From an optimization exercise on the open Yosys and OpenROAD flow, aimed at small area, a short achievable clock period and few clock cycles per item; shortcuts taken in it are not production practice.
In this exercise RTL edits were held to simulation tests only and were not proved equivalent to the original.
Power is estimated from default activity; no workload was simulated.

==> 11-21 <==
Design quadratic_root_solver_unit, start of the top module:
module quadratic_root_solver_unit
#(
    parameter logic [SQ_N:0] SQ_CUT = 34'b1111111111111111111111111111101001,
    parameter bit              DV_R4  = 1'b1,
    parameter logic [DV_N:0]   DV_CUT = 33'b000000000000000011111111111111111
)(
    input  wire logic                     clk,
    input  wire logic                     rst_n,
    input  wire logic                     in_valid,
    output logic                          in_ready,
    input  wire logic signed [COEF_W-1:0] coef_a,
    input  wire logic signed [COEF_W-1:0] coef_b,
    input  wire logic signed [COEF_W-1:0] coef_c,
    output logic                          out_valid,
    output logic [KIND_W-1:0]             root_kind,
    output logic signed [OUT_W-1:0]       first_value,
    output logic signed [OUT_W-1:0]       second_value,
    input  wire logic                     out_ready
);
Settings: LEC_CHECK=0, CAP_MARGIN=20, CORE_MARGIN=2, CORE_UTILIZATION=50, SLEW_MARGIN=20; clock period 10.0 ns.
standard.sh (not shown) runs the stock make flow with config.mk's settings and CLKGATE_MAP_FILE= SYNTH_SCRIPT=/design/flow/synth_recipe.tcl, a recipe that flattens the netlist after the stock synthesis.
==> flow/flow/run.sh <==
#!/bin/bash
set -euo pipefail
bash standard.sh SETUP_SLACK_MARGIN=6.0 finish > standard.log 2>&1
==> inputs of 11-22, as changes to 11-21 <==
--- a/flow/design.v
+++ b/flow/design.v
@@ -266,15 +266,13 @@
             rdy_reg <= !(sk_v_next && oq_v_next);
         end
     end
     assign in_ready = rdy_reg;
     logic                     v0;
-    logic signed [COEF_W:0]   a0;            
-    logic signed [COEF_W:0]   x0;
-    logic signed [COEF_W-1:0] y0;
+    logic signed [COEF_W-1:0] a0, x0, y0;
     logic [COEF_W-1:0]        ub0, uc0;      
-    logic                     za0, zb0;
+    logic                     sc0, za0, zb0;
     always_ff @(posedge clk or negedge rst_n)
     begin
         if (!rst_n)
             v0 <= 1'b0;
         else if (adv)
@@ -282,70 +280,59 @@
     end
     always_ff @(posedge clk)
     begin
         if (adv)
         begin
-            a0  <= coef_c[COEF_W-1] ? -(17'(coef_a)) : 17'(coef_a);
+            a0  <= coef_a;
             ub0 <= coef_b[COEF_W-1] ? COEF_W'(-(17'(coef_b))) : COEF_W'(coef_b);
             uc0 <= coef_c[COEF_W-1] ? COEF_W'(-(17'(coef_c))) : COEF_W'(coef_c);
+            sc0 <= coef_c[COEF_W-1];
             za0 <= (coef_a == '0);
             zb0 <= (coef_b == '0);
-            x0  <= (coef_a == '0) ? {coef_c, 1'b0} : 17'(coef_b);
+            x0  <= (coef_a == '0) ? coef_c : coef_b;
             y0  <= (coef_a == '0) ? coef_b : coef_a;
         end
     end
-    function automatic logic [41:0] csa(input logic [20:0] p, input logic [20:0] q,
-                                        input logic [20:0] r);
-        logic [20:0] sm, cy;
-        sm = p ^ q ^ r;
-        cy = (p & q) | (p & r) | (q & r);
-        csa = {sm, cy[19:0], 1'b0};
-    endfunction
-    function automatic logic [20:0] nib(input logic [20:0] x, input logic [3:0] n);
-        logic [20:0] r0, r1, r2, r3, s1, c1, s2, c2;
-        r0 = n[0] ? x : '0;
-        r1 = n[1] ? (x << 1) : '0;
-        r2 = n[2] ? (x << 2) : '0;
-        r3 = n[3] ? (x << 3) : '0;
-        {s1, c1} = csa(r0, r1, r2);
-        {s2, c2} = csa(s1, c1, r3);
-        nib = s2 + c2;
-    endfunction
     logic                     v1;
     logic [19:0]              pb1[4];
     logic signed [20:0]       pa1[4];
-    logic                     za1, zb1;
-    logic signed [COEF_W:0]   x1;
-    logic signed [COEF_W-1:0] y1;
+    logic                     sc1, za1, zb1;
+    logic signed [COEF_W-1:0] x1, y1;
+    logic signed [4:0]        cn[4];
     always_ff @(posedge clk or negedge rst_n)
     begin
         if (!rst_n)
             v1 <= 1'b0;
         else if (adv)
             v1 <= v0;
     end
+    always_comb
+    begin
+        for (int k = 0; k < 4; k++)
+            cn[k] = {1'b0, uc0[4*k +: 4]};
+    end
     always_ff @(posedge clk)
     begin
         if (adv)
         begin
             for (int k = 0; k < 4; k++)
             begin
-                pb1[k] <= 20'(nib(21'(ub0), ub0[4*k +: 4]));
-                pa1[k] <= nib(21'(a0), uc0[4*k +: 4]);
+                pb1[k] <= 20'(ub0 * ub0[4*k +: 4]);
+                pa1[k] <= 21'(a0 * cn[k]);
             end
+            sc1 <= sc0;
             za1 <= za0;
             zb1 <= zb0;
             x1  <= x0;
             y1  <= y0;
         end
     end
     logic                     v2;
     logic [33:0]              bb2;           
     logic signed [33:0]       ac2;           
-    logic                     za2, zb2;
-    logic signed [COEF_W:0]   x2;
-    logic signed [COEF_W-1:0] y2;
+    logic                     sc2, za2, zb2;
+    logic signed [COEF_W-1:0] x2, y2;
     logic [33:0]              bsum;
     logic signed [33:0]       asum;
     always_comb
     begin
         bsum = '0;
@@ -367,24 +354,25 @@
     begin
         if (adv)
         begin
             bb2 <= bsum;
             ac2 <= asum;
+            sc2 <= sc1;
             za2 <= za1;
             zb2 <= zb1;
             x2  <= x1;
             y2  <= y1;
         end
     end
-    localparam int SIDE_W = KIND_W + 2 * COEF_W + 1;
+    localparam int SIDE_W = KIND_W + 2 * COEF_W;
     logic signed [33:0] d2, nd2;
     logic [KIND_W-1:0]  kind2;
     logic [RAD_W-1:0]   rad2;
     always_comb
     begin
-        d2   = 34'(bb2) - ac2;
-        nd2  = ac2 - 34'(bb2);
+        d2   = sc2 ? 34'(bb2) + ac2 : 34'(bb2) - ac2;
+        nd2  = sc2 ? -(34'(bb2)) - ac2 : ac2 - 34'(bb2);
         rad2 = d2[33] ? RAD_W'(nd2) : RAD_W'(d2);
         if (za2)
             kind2 = zb2 ? KIND_INVALID : KIND_LINEAR;
         else if (!d2[33] && !nd2[33])
             kind2 = KIND_DOUBLE;
@@ -450,28 +438,28 @@
             assign sq_rad[s]  = rad_c;
             assign sq_side[s] = side_c;
         end
     end
     logic [KIND_W-1:0]        kq;
-    logic signed [COEF_W:0]   xq;
-    logic signed [COEF_W-1:0] yq;
-    logic signed [N_W-1:0]    xsq;
+    logic signed [COEF_W-1:0] xq, yq;
+    logic signed [NB_W-1:0]   nbq;
     logic [SQ_N-1:0]          rq;
     logic                     incq, cplx_q, real_q;
-    logic signed [N_W-1:0]    n1_c, n2_c;
+    logic signed [N_W-1:0]    bq, n1_c, n2_c;
     logic                     e1_c, e2_c;
     always_comb
     begin
         {kq, xq, yq} = sq_side[SQ_N];
         rq     = sq_root[SQ_N];
         incq   = (sq_rem[SQ_N] > SREM_W'(rq));
         cplx_q = (kq == KIND_COMPLEX);
+        nbq    = (kq == KIND_LINEAR) ? -(NB_W'(xq) <<< 1) : -(NB_W'(xq));
+        bq     = N_W'(nbq) <<< 16;
         real_q = (kq == KIND_TWO) || (kq == KIND_DOUBLE);
-        xsq    = N_W'(xq) <<< 16;
-        n1_c   = real_q ? N_W'(rq) - xsq : -xsq;
+        n1_c   = real_q ? bq + N_W'(rq) : bq;
         e1_c   = real_q ? incq : 1'b0;
-        n2_c   = cplx_q ? N_W'(rq) : ~(xsq + N_W'(rq));
+        n2_c   = cplx_q ? N_W'(rq) : bq + ~(N_W'(rq));
         e2_c   = cplx_q ? incq : !incq;
     end
     logic [DIV_W-1:0]         dvq;
     logic                     dsq;
     logic signed [DIV_W+2:0]  hpq, hnq;
==> flow/run.sh (new file) <==
#!/bin/bash
# synth_recipe.tcl (not shown) runs the flow's synth.tcl, then flattens the netlist and writes it again
# the make line also repeats each setting of config.mk as NAME=value (left out here)
make -C /OpenROAD-flow-scripts/flow DESIGN_CONFIG=/design/flow/config.mk WORK_HOME=/design/flow/orfs CLKGATE_MAP_FILE= SYNTH_SCRIPT=/design/flow/synth_recipe.tcl finish
--- a/flow/config.mk
+++ b/flow/config.mk
@@ -6,6 +6,7 @@
 export NUM_CORES = 4
 export LEC_CHECK = 0
 export CAP_MARGIN = 20
 export CORE_MARGIN = 2
 export CORE_UTILIZATION = 50
+export SETUP_SLACK_MARGIN = 5
 export SLEW_MARGIN = 20
removed: flow/flow/run.sh
removed: flow/standard.sh
==> notes <==
- 11-21 finished but failed the layout checks on capacitance limit, slew limit. 11-22 completed without violations.
- Of 11-21 and 11-22, 11-22 has the higher via count (gap about 1.1%, measured against 11-22).
- In 11-22 the worst hold slack is better than in 11-21, by 0.0046 ns.
- In 11-22 the routed wire length is higher than in 11-21, by 3.6%.
- In 11-21 the critical path depth is lower than in 11-22, by 2.
==> figures <==
metric                                                                           11-21        11-22
Outcome                                                                failed layout checks  timing/DRC/antenna clean
Reasons for failing layout checks                        capacitance limit, slew limit            -
Part of the total power dissipated in the clock network                          0.166        0.167
Multi-input logic portion of the cell area                                       0.386        0.392
Die Wd                                                                          771 um       776 um
Global placer's final weighted congestion                                        0.886        0.909
Number of sinks on the clock net                                                  5327         5295
Net count after synthesis                                                        27500        28200
Pin slew with the least headroom to its limit                                  1.47 ns      1.08 ns
Detailed-route wire length on metal 1                                        308000 um    325000 um
Footprint of the flip-flops and latches                                    0.160 sq mm  0.159 sq mm
Testbench counts of 11-21, summed over its fixed seeds: cycles 12,424, items 12,000.
Testbench counts of 11-22, summed over its fixed seeds: cycles 12,424, items 12,000.

## what the ideal ports hide
Ports are ideal in the flow. The routed layouts listed here were re-timed in OpenROAD. Step 1 (the two cells are an assumption about what drives the block):
set clk [get_ports {clk}]
set_driving_cell -lib_cell sky130_fd_sc_hd__clkbuf_16 $clk
set_driving_cell -lib_cell sky130_fd_sc_hd__buf_2 [delete_from_list [all_inputs] $clk]
Step 2 times the ports against the registers' clock, not the clock port: input delays grow and output delays shrink by t, the midpoint of the rising clock arrivals with the driver on. Slacks: ideal ports / drivers / drivers and shift; pairs: ideal ports / drivers.
run | shift t [ns] | slack for setup (ns) | worst setup path after step 2 | worst register clock-pin slew, ns
11-21 | 1.207 | 5.575 / 5.575 / 5.142 | input to register | 0.07 / 0.07
11-22 | 1.223 | 5.196 / 5.196 / 5.133 | input to register | 0.07 / 0.07
The setup slack of 11-21, which loses most, moves by 0.000 ns with the drivers and by -0.433 ns with both steps.
